From an optimization exercise on the open Yosys and OpenROAD flow, aimed at a short achievable clock period and few clock cycles; shortcuts taken in it are not production practice.
The RTL was checked by simulation tests, not by an equivalence proof against the original design.
Power is estimated from default activity; no workload was simulated.

## core
module core (
    input  logic            clk,
    input  logic            rstN,
    output core_pkg::word_t instrAddr,
    input  core_pkg::word_t instrData,
    output core_pkg::word_t prAddr,
    output core_pkg::word_t prWd,
    output logic            prWe,
    input  core_pkg::word_t prRd
);
    core_pkg::word_t    pcF;
    core_pkg::word_t    pcQ;         
    core_pkg::word_t    pcPlus4F;
    core_pkg::word_t    pcNextF;
    logic               fuseOkF, restF, selTE, selTD, selPc, selP4;
    core_pkg::regAddr_t rsF, rtF, dstF;
    logic               writeF, usesRsF, usesRtF, adderUserF, immSelF, zeroAF;
    logic               isLoadF, isStoreF, isBranchF, isJumpF, isSubuF;
    logic               opAddF, opSubF, opAndF, opOrF, opSltF, opSllF;
    core_pkg::word_t    immF;
    logic [16:0]        lowSumF, lowCarryF;
    logic [13:0]        pcUpF, pcDnF;
    logic               sameF, adderUseF, fuseF;
    logic               pfAF, pfBF;
    logic               lateResD;    
    logic               pfSumAD, pfOthAD, pfSltAD, pfNoAD;
    logic               pfSumBD, pfOthBD, pfSltBD, pfNoBD;
    logic               fwdAF, fwdBF, fwdSF;
    core_pkg::word_t    instrD;
    logic               validD;
    core_pkg::regAddr_t rsD, rtD, dstD;
    core_pkg::regAddr_t rsNext, rtNext;
    logic [31:1]        selAF, selBF, selAD, selBD;
    logic               hitMAF, hitWAF, hitMBF, hitWBF;
    logic               zeroANext, immSelNext;    
    logic               aMaluF, aMldF, aWF, bMaluF, bMldF, bWF;
    logic               aMaluD, aMldD, aWD, bMaluD, bMldD, bWD;
    logic               writeD, usesRsD, immSelD, zeroAD;
    logic               loadD, storeD, jumpD, subuD;
    logic               goD;         
    logic               brD;         
    logic               opAddD, opSubD, opAndD, opOrD, opSltD, opSllD;
    logic               opSumD;
    core_pkg::word_t    immD;
    logic [16:0]        lowSumD;
    logic [13:0]        pcHiD;
    logic [13:0]        pcUpD, pcDnD;
    logic               advD;        
    logic               fuseD;
    logic               lateF, lateD, lateAD;    
  ...
Size: about 7000 cells after synthesis.
Settings: LEC_CHECK=0, CAP_MARGIN=20, CORE_MARGIN=2, CORE_UTILIZATION=25, SETUP_SLACK_MARGIN=5, SLEW_MARGIN=20; clock period 7.5 ns.
run.sh (not shown) runs the stock make flow with config.mk's settings and CLKGATE_MAP_FILE= SYNTH_SCRIPT=/design/flow/synth_recipe.tcl, a recipe that flattens the netlist after the stock synthesis.
Testbench counts at the start, summed over its fixed seeds: cycles 47,126.
Rerun with:
--- a/flow/design.v
+++ b/flow/design.v
@@ -132,35 +132,31 @@
     input  logic            opSlt,
     input  logic            opSll,
     output core_pkg::word_t sum,
     output core_pkg::word_t other,       
     output logic            lessThan,
     output core_pkg::word_t result
 );
     logic [31:0]     carry;
-    core_pkg::word_t srcA, srcB, srcAr, srcBr;
+    core_pkg::word_t srcA, srcB;
     ksAdder #(.W(32), .L(5)) adder (
         .p    (t),
         .g    (g),
         .x    (t & ~g),
         .cin  (opSub),
         .carry(carry),
         .sum  (sum)
     );
-    assign lessThan = (srcAr[31] ^ srcBr[31]) ? srcAr[31] : ~carry[31];
-    assign srcAr = fwdA ? fwd : a;
-    assign srcBr = fwdB ? fwd : b;
-    assign srcA  = fwdAL ? ld : srcAr;
-    assign srcB  = fwdBL ? ld : srcBr;
-    assign other  = ({32{opAnd}} & (srcAr & srcBr)) |
-                    ({32{opOr}}  & (srcAr | srcBr));
-    assign result = ({32{opSum}} & sum) |
-                    ({32{opAnd}} & (srcA & srcB)) |
-                    ({32{opOr}}  & (srcA | srcB)) |
+    assign lessThan = (srcA[31] ^ srcB[31]) ? srcA[31] : ~carry[31];
+    assign srcA = fwdA ? fwd : fwdAL ? ld : a;
+    assign srcB = fwdB ? fwd : fwdBL ? ld : b;
+    assign other  = ({32{opAnd}} & (srcA & srcB)) |
+                    ({32{opOr}}  & (srcA | srcB));
+    assign result = ({32{opSum}} & sum) | other |
                     ({32{opSll}} & (srcB << shamt)) |
                     {31'b0, opSlt & lessThan};
 endmodule
 module ksAdder #(
     parameter int W = 32,
     parameter int L = 5          
 ) (
     input  logic [W-1:0] p,      
@@ -199,28 +195,26 @@
     output core_pkg::word_t prAddr,
     output core_pkg::word_t prWd,
     output logic            prWe,
     input  core_pkg::word_t prRd
 );
     core_pkg::word_t    pcF;
     core_pkg::word_t    pcQ;         
     core_pkg::word_t    pcPlus4F;
-    core_pkg::word_t    pcNextF;
-    logic               fuseOkF, restF, selTE, selTD, selPc, selP4;
+    core_pkg::word_t    pcIfNeF, pcIfEqF;
     core_pkg::regAddr_t rsF, rtF, dstF;
     logic               writeF, usesRsF, usesRtF, adderUserF, immSelF, zeroAF;
     logic               isLoadF, isStoreF, isBranchF, isJumpF, isSubuF;
     logic               opAddF, opSubF, opAndF, opOrF, opSltF, opSllF;
     core_pkg::word_t    immF;
     logic [16:0]        lowSumF, lowCarryF;
     logic [13:0]        pcUpF, pcDnF;
     logic               sameF, adderUseF, fuseF;
     logic               pfAF, pfBF;
-    logic               lateResD;    
     logic               pfSumAD, pfOthAD, pfSltAD, pfNoAD;
     logic               pfSumBD, pfOthBD, pfSltBD, pfNoBD;
     logic               fwdAF, fwdBF, fwdSF;
     core_pkg::word_t    instrD;
     logic               validD;
     core_pkg::regAddr_t rsD, rtD, dstD;
     core_pkg::regAddr_t rsNext, rtNext;
     logic [31:1]        selAF, selBF, selAD, selBD;
@@ -308,24 +302,23 @@
         .x    ({1'b0, pcF[17:2] ^ instrData[15:0]}),
         .cin  (1'b1),
         .carry(lowCarryF),
         .sum  (lowSumF)
     );
     assign fwdAF = validD && writeD && usesRsF && !zeroAF && (rsF == dstD);
     assign fwdBF = validD && writeD && usesRtF && !immSelF && (rtF == dstD);
     assign fwdSF = validD && writeD && isStoreF && (rtF == dstD);
-    assign lateResD = loadD || opSllD || ((opAndD || opOrD) && (fwdALD || fwdBLD));
-    assign pfAF = fwdAF && !lateResD && adderUserF;
-    assign pfBF = fwdBF && !lateResD && adderUserF;
+    assign pfAF = fwdAF && !loadD && !opSllD && adderUserF;
+    assign pfBF = fwdBF && !loadD && !opSllD && adderUserF;
     hazardUnit hazards (
         .matchA      (fwdAF),
         .matchB      (fwdBF),
         .adderUser   (adderUserF),
-        .producerLoad(lateResD),
+        .producerLoad(loadD || opSllD),
         .hazard      (adderUseF)
     );
     assign lateF = isBranchF && !sameF && validD && loadD && (fwdAF || fwdBF);
     assign fuseF = isBranchF && !sameF && validD && writeD && subuD &&
                    ((rsF == dstD && rtF == '0) || (rtF == dstD && rsF == '0));
     assign rsNext     = stall ? instrD[25:21] : rsF;
     assign rtNext     = stall ? instrD[20:16] : rtF;
     assign zeroANext  = stall ? zeroAD : zeroAF;
@@ -375,31 +368,24 @@
         selBD  <= selBF;
         aMaluD <= aMaluF;
         aMldD  <= aMldF;
         aWD    <= aWF;
         bMaluD <= bMaluF;
         bMldD  <= bMldF;
         bWD    <= bWF;
     end
-    assign fuseOkF = validD && fuseD && !stall;
-    assign restF   = !redirectM && !(eqE && (branchE || fuseOkF));
-    assign selTE   = !redirectM && eqE && branchE;
-    assign selTD   = (!redirectM && eqE && !branchE && fuseOkF) ||
-                     (restF && !stall && validD && goD);
-    assign selPc   = restF && stall;
-    assign selP4   = restF && !stall && !(validD && goD);
-    assign pcNextF = ({32{redirectM}} & targetM) | ({32{selTE}} & targetE) |
-                     ({32{selTD}} & targetD) | ({32{selPc}} & pcF) |
-                     ({32{selP4}} & pcPlus4F);
+    assign pcIfNeF = stall ? pcF : ((validD && goD) ? targetD : pcPlus4F);
+    assign pcIfEqF = branchE ? targetE :
+                     (validD && fuseD && !stall) ? targetD : pcIfNeF;
     always_ff @(posedge clk or negedge rstN) begin
         if (!rstN) begin
             pcQ <= '0;
         end else begin
-            pcQ <= pcNextF ^ 32'h0000_3000;
+            pcQ <= (redirectM ? targetM : (eqE ? pcIfEqF : pcIfNeF)) ^ 32'h0000_3000;
         end
     end
     always_ff @(posedge clk or negedge rstN) begin
         if (!rstN) begin
             advD <= 1'b1;
         end else begin
             advD <= !(adderUseF && !stall && !redirectE && !redirectM);
         end
Count of clock-buffer cells in the layout decreases by 6.
Global-route usage decreases by 0.43 points.
Final area increases by 0.62%.
Area after synthesis increases by 1.0%.
Register-to-register slack improves by 0.05 ns.
Die area increases by 0.99%.
Maximum frequency increases by 0.36%.
Core utilization decreases by 0.11 points.
Hold slack improves by 0.018 ns.
Total power barely changes.
Cell count increases by 1.7%.
Routed wire length decreases by 0.52%.
Non-clock buffer count increases by 59.
Setup slack improves by 0.011 ns.
Testbench counts after the change, summed over its fixed seeds: cycles 47,118.

## port drivers added, routing unchanged
In the flow no input, the clock included, has a driving cell. The finished layouts below were timed again as built, in two steps. Step 1 (the two cells are an assumption about what drives the block):
set clk [get_ports {clk}]
set_driving_cell -lib_cell sky130_fd_sc_hd__clkbuf_16 $clk
set_driving_cell -lib_cell sky130_fd_sc_hd__buf_2 [delete_from_list [all_inputs] $clk]
Step 2 adds t to the input delays and takes it off the output delays; t is the mean of the earliest and latest rising clock arrival at the registers after step 1. Input paths then give back, and output paths get back, about the clock's delay inside the block. Slacks: ideal / step 1 / step 2; pairs: ideal / step 1.
run	t, ns	setup WS [ns]	cell pins on the clock port's net
the first run	0.970	4.485 / 4.394 / 3.559	1
the second run	0.944	4.496 / 4.409 / 3.545	1
After both steps every run listed still meets setup and hold. The setup slack of the second run, which loses most, moves by -0.087 ns with the drivers and by -0.951 ns with both steps.
